From an optimization exercise on the open Yosys and OpenROAD flow, aimed at small area, a short achievable clock period and few clock cycles; shortcuts taken in it are not production practice.
At most, simulation tests tie the RTL to the original design; equivalence was not proved.

==> run a: inputs <==
## lms_top
module lms_top (
	input logic clk_operation,
	input logic rst,
	input logic sample_strobe,
	input logic signed [15:0] sample,
	input logic signed [15:0] desired,
	input logic signed [15:0] mu,
	input logic start,
	output logic ready,
	output logic [31:0] result,
	output logic [255:0] coefs
);
clock: 20.0 ns
lec_check: 0
cap_margin: 20
core_margin: 2
core_utilization: 55
slew_margin: 20
standard.sh (not shown) runs the stock make flow with config.mk's settings and CLKGATE_MAP_FILE= SYNTH_SCRIPT=/design/flow/synth_recipe.tcl, a recipe that flattens the netlist after the stock synthesis.
==> flow/flow/run.sh <==
#!/bin/bash
# The standard layout, with two changes to how it is made:
# - ORFS's repair_timing aims at a larger setup margin, so that it shortens the real critical
#   paths (the 20 ns clock alone leaves it nothing to repair);
# - the port buffers that global placement adds to every input and output are buf_1 cells
#   (repair may size them up) instead of the default choice, clkdlybuf4s50_1.
set -euo pipefail
bash standard.sh SETUP_SLACK_MARGIN=14 "BUFFER_PORTS_ARGS=-buffer_cell sky130_fd_sc_hd__buf_1" finish > make_finish.log 2>&1 || { tail -40 make_finish.log; exit 1; }
==> run b (differences from run a) <==
--- a/flow/design.v
+++ b/flow/design.v
@@ -1778,18 +1778,18 @@
 	logic [16:0] diff;
 	always_comb begin
 		if (acc[35:27] == '0 || acc[35:27] == '1) pred_c = acc[27:12];
 		else pred_c = acc[35] ? 16'h8000 : 16'h7fff;
 		diff = {dh[15], dh} - {pred_c[15], pred_c};
 		if (diff[16] == diff[15]) err_c = diff[15:0];
 		else err_c = diff[16] ? 16'h8000 : 16'h7fff;
 	end
-	wire acc_zero = !rst || s_E || s_IN || s_FW || ((s_I1 || s_I2) && (sample_strobe != (start && fill[4])));
-	wire acc_hold = s_M || s_U0 || s_U1 || s_U2 || s_U3 || (s_I2 && !(sample_strobe != (start && fill[4])));
+	wire acc_zero = s_E || s_IN || s_FW;  
+	wire acc_hold = s_I2 || s_M || s_U0 || s_U1 || s_U2 || s_U3;
 	always_ff @(posedge clk_operation) begin
 		if (acc_zero) begin
 			acc_s <= '0;
 			acc_c <= '0;
 		end else if (!acc_hold) begin
 			acc_s <= xs;
 			acc_c <= xc;
 		end
==> flow/flow/run.sh (replaced) <==
#!/bin/bash
# The standard layout, with two changes to how it is made:
# - ORFS's repair_timing aims at a larger setup margin, so that it shortens the real critical
#   paths (the 20 ns clock alone leaves it nothing to repair);
# - the port buffers that global placement adds to every input and output are buf_1 cells
#   (repair may size them up) instead of the default choice, clkdlybuf4s50_1.
set -euo pipefail
bash standard.sh SETUP_SLACK_MARGIN=12.5 "BUFFER_PORTS_ARGS=-buffer_cell sky130_fd_sc_hd__buf_1" finish > make_finish.log 2>&1 || { tail -40 make_finish.log; exit 1; }
==> run c (differences from run a) <==
--- a/flow/design.v
+++ b/flow/design.v
@@ -1778,18 +1778,18 @@
 	logic [16:0] diff;
 	always_comb begin
 		if (acc[35:27] == '0 || acc[35:27] == '1) pred_c = acc[27:12];
 		else pred_c = acc[35] ? 16'h8000 : 16'h7fff;
 		diff = {dh[15], dh} - {pred_c[15], pred_c};
 		if (diff[16] == diff[15]) err_c = diff[15:0];
 		else err_c = diff[16] ? 16'h8000 : 16'h7fff;
 	end
-	wire acc_zero = !rst || s_E || s_IN || s_FW || ((s_I1 || s_I2) && (sample_strobe != (start && fill[4])));
-	wire acc_hold = s_M || s_U0 || s_U1 || s_U2 || s_U3 || (s_I2 && !(sample_strobe != (start && fill[4])));
+	wire acc_zero = s_E || s_IN || s_FW;  
+	wire acc_hold = s_I2 || s_M || s_U0 || s_U1 || s_U2 || s_U3;
 	always_ff @(posedge clk_operation) begin
 		if (acc_zero) begin
 			acc_s <= '0;
 			acc_c <= '0;
 		end else if (!acc_hold) begin
 			acc_s <= xs;
 			acc_c <= xc;
 		end
==> run d (differences from run a) <==
--- a/flow/design.v
+++ b/flow/design.v
@@ -1778,18 +1778,18 @@
 	logic [16:0] diff;
 	always_comb begin
 		if (acc[35:27] == '0 || acc[35:27] == '1) pred_c = acc[27:12];
 		else pred_c = acc[35] ? 16'h8000 : 16'h7fff;
 		diff = {dh[15], dh} - {pred_c[15], pred_c};
 		if (diff[16] == diff[15]) err_c = diff[15:0];
 		else err_c = diff[16] ? 16'h8000 : 16'h7fff;
 	end
-	wire acc_zero = !rst || s_E || s_IN || s_FW || ((s_I1 || s_I2) && (sample_strobe != (start && fill[4])));
-	wire acc_hold = s_M || s_U0 || s_U1 || s_U2 || s_U3 || (s_I2 && !(sample_strobe != (start && fill[4])));
+	wire acc_zero = s_E || s_IN || s_FW;  
+	wire acc_hold = s_I2 || s_M || s_U0 || s_U1 || s_U2 || s_U3;
 	always_ff @(posedge clk_operation) begin
 		if (acc_zero) begin
 			acc_s <= '0;
 			acc_c <= '0;
 		end else if (!acc_hold) begin
 			acc_s <= xs;
 			acc_c <= xc;
 		end
CORE_UTILIZATION = 60   (was 55)
==> qor summary <==
quantity                                                                     run c       run a       run b       run d
Number of vias in the routed layout                                          55200       57300       52600       56500
Share of post-route cells with drive strength above 1                        22.2%       23.4%       7.64%       23.9%
Share of final layout cell area taken by non-clock buffers                   7.56%       8.80%       4.00%       8.31%
Core Area                                                               120000 µm²  122000 µm²  120000 µm²  109000 µm²
Multi-input gate share of the layout cell area                               54.7%       54.2%       54.3%       54.6%
Width of the chip                                                           351 µm      354 µm      351 µm      336 µm
Initial core utilization                                                     55.3%       55.3%       55.3%       60.6%
Summed instance area of the synthesized netlist                          66200 µm²   67200 µm²   66200 µm²   66200 µm²
Logic depth of the worst setup path including buffers                           23          27          18          25
Via count of the first global-routing pass                                   53500       55800       50500       54900
Count of routing violations after the opening detailed-route iteration        8696        8522        8238        9201
Area share of xor/xnor cells in the synthesized design                       9.44%       9.20%       9.44%       9.44%
Final hold slack                                                            433 ps      436 ps      431 ps      421 ps
Area share of the largest cell type after synthesis                          28.3%       27.9%       28.3%       28.3%
Share of the yosys chip area belonging to registers                          34.1%       33.5%       34.1%       34.1%
Detail Placement HPWL                                                       201 mm      212 mm      201 mm      193 mm
Routability cong.                                                             1.04        1.08        1.06        1.06
Count of buffers not belonging to the clock network in the layout              836         934         543         912
Crit-path most repeated cell                                                  ha_1           -        fa_1       buf_4
Critical register-to-register path endpoint                               ltwo0[7]    lneg3[3]  coefs[135]    ltwo0[5]
Max_slew headroom                                                            16.4%       14.3%       19.9%       17.5%
Setup Buffers After CTS                                                        285         385          22         376
Antenna violations before repair                                                17          28          25          12
Result of the run                                         timing/DRC/antenna clean  timing/DRC/antenna clean  timing/DRC/antenna clean  timing/DRC/antenna clean
Testbench counts of run b, summed over its fixed seeds: cycles 24,016.
Testbench counts of run c, summed over its fixed seeds: cycles 24,016.
Testbench counts of run d, summed over its fixed seeds: cycles 24,016.
For run a, only the layout was checked, not whether the RTL still works.

==> port drivers added, routing unchanged <==
In the flow no input, the clock included, has a driving cell. The finished layouts below were timed again as built, in two steps.
Step 1: set_driving_cell puts a clkbuf_16 on clk_operation and a buf_2 on each other input, an assumption about the parent block.
Step 2 also shifts input and output timing later by t, the mid clock arrival at the registers, as if the neighbouring blocks saw the same clock.
a / b / c = ideal / step 1 / step 2; a / b = the first two.
run | t (ns) | slack for setup (ns) | worst data-port slew with drivers (ns)
run a | 0.796 | 13.471 / 13.471 / 13.359 | 0.04
run b | 0.798 | 12.485 / 12.485 / 12.485 | 0.07
run c | 0.800 | 13.342 / 13.342 / 13.267 | 0.07
run d | 0.786 | 13.434 / 13.434 / 13.434 | 0.07
After both steps every run listed still meets setup and hold. The setup slack of run a, which loses most, moves by 0.000 ns with the drivers and by -0.112 ns with both steps.
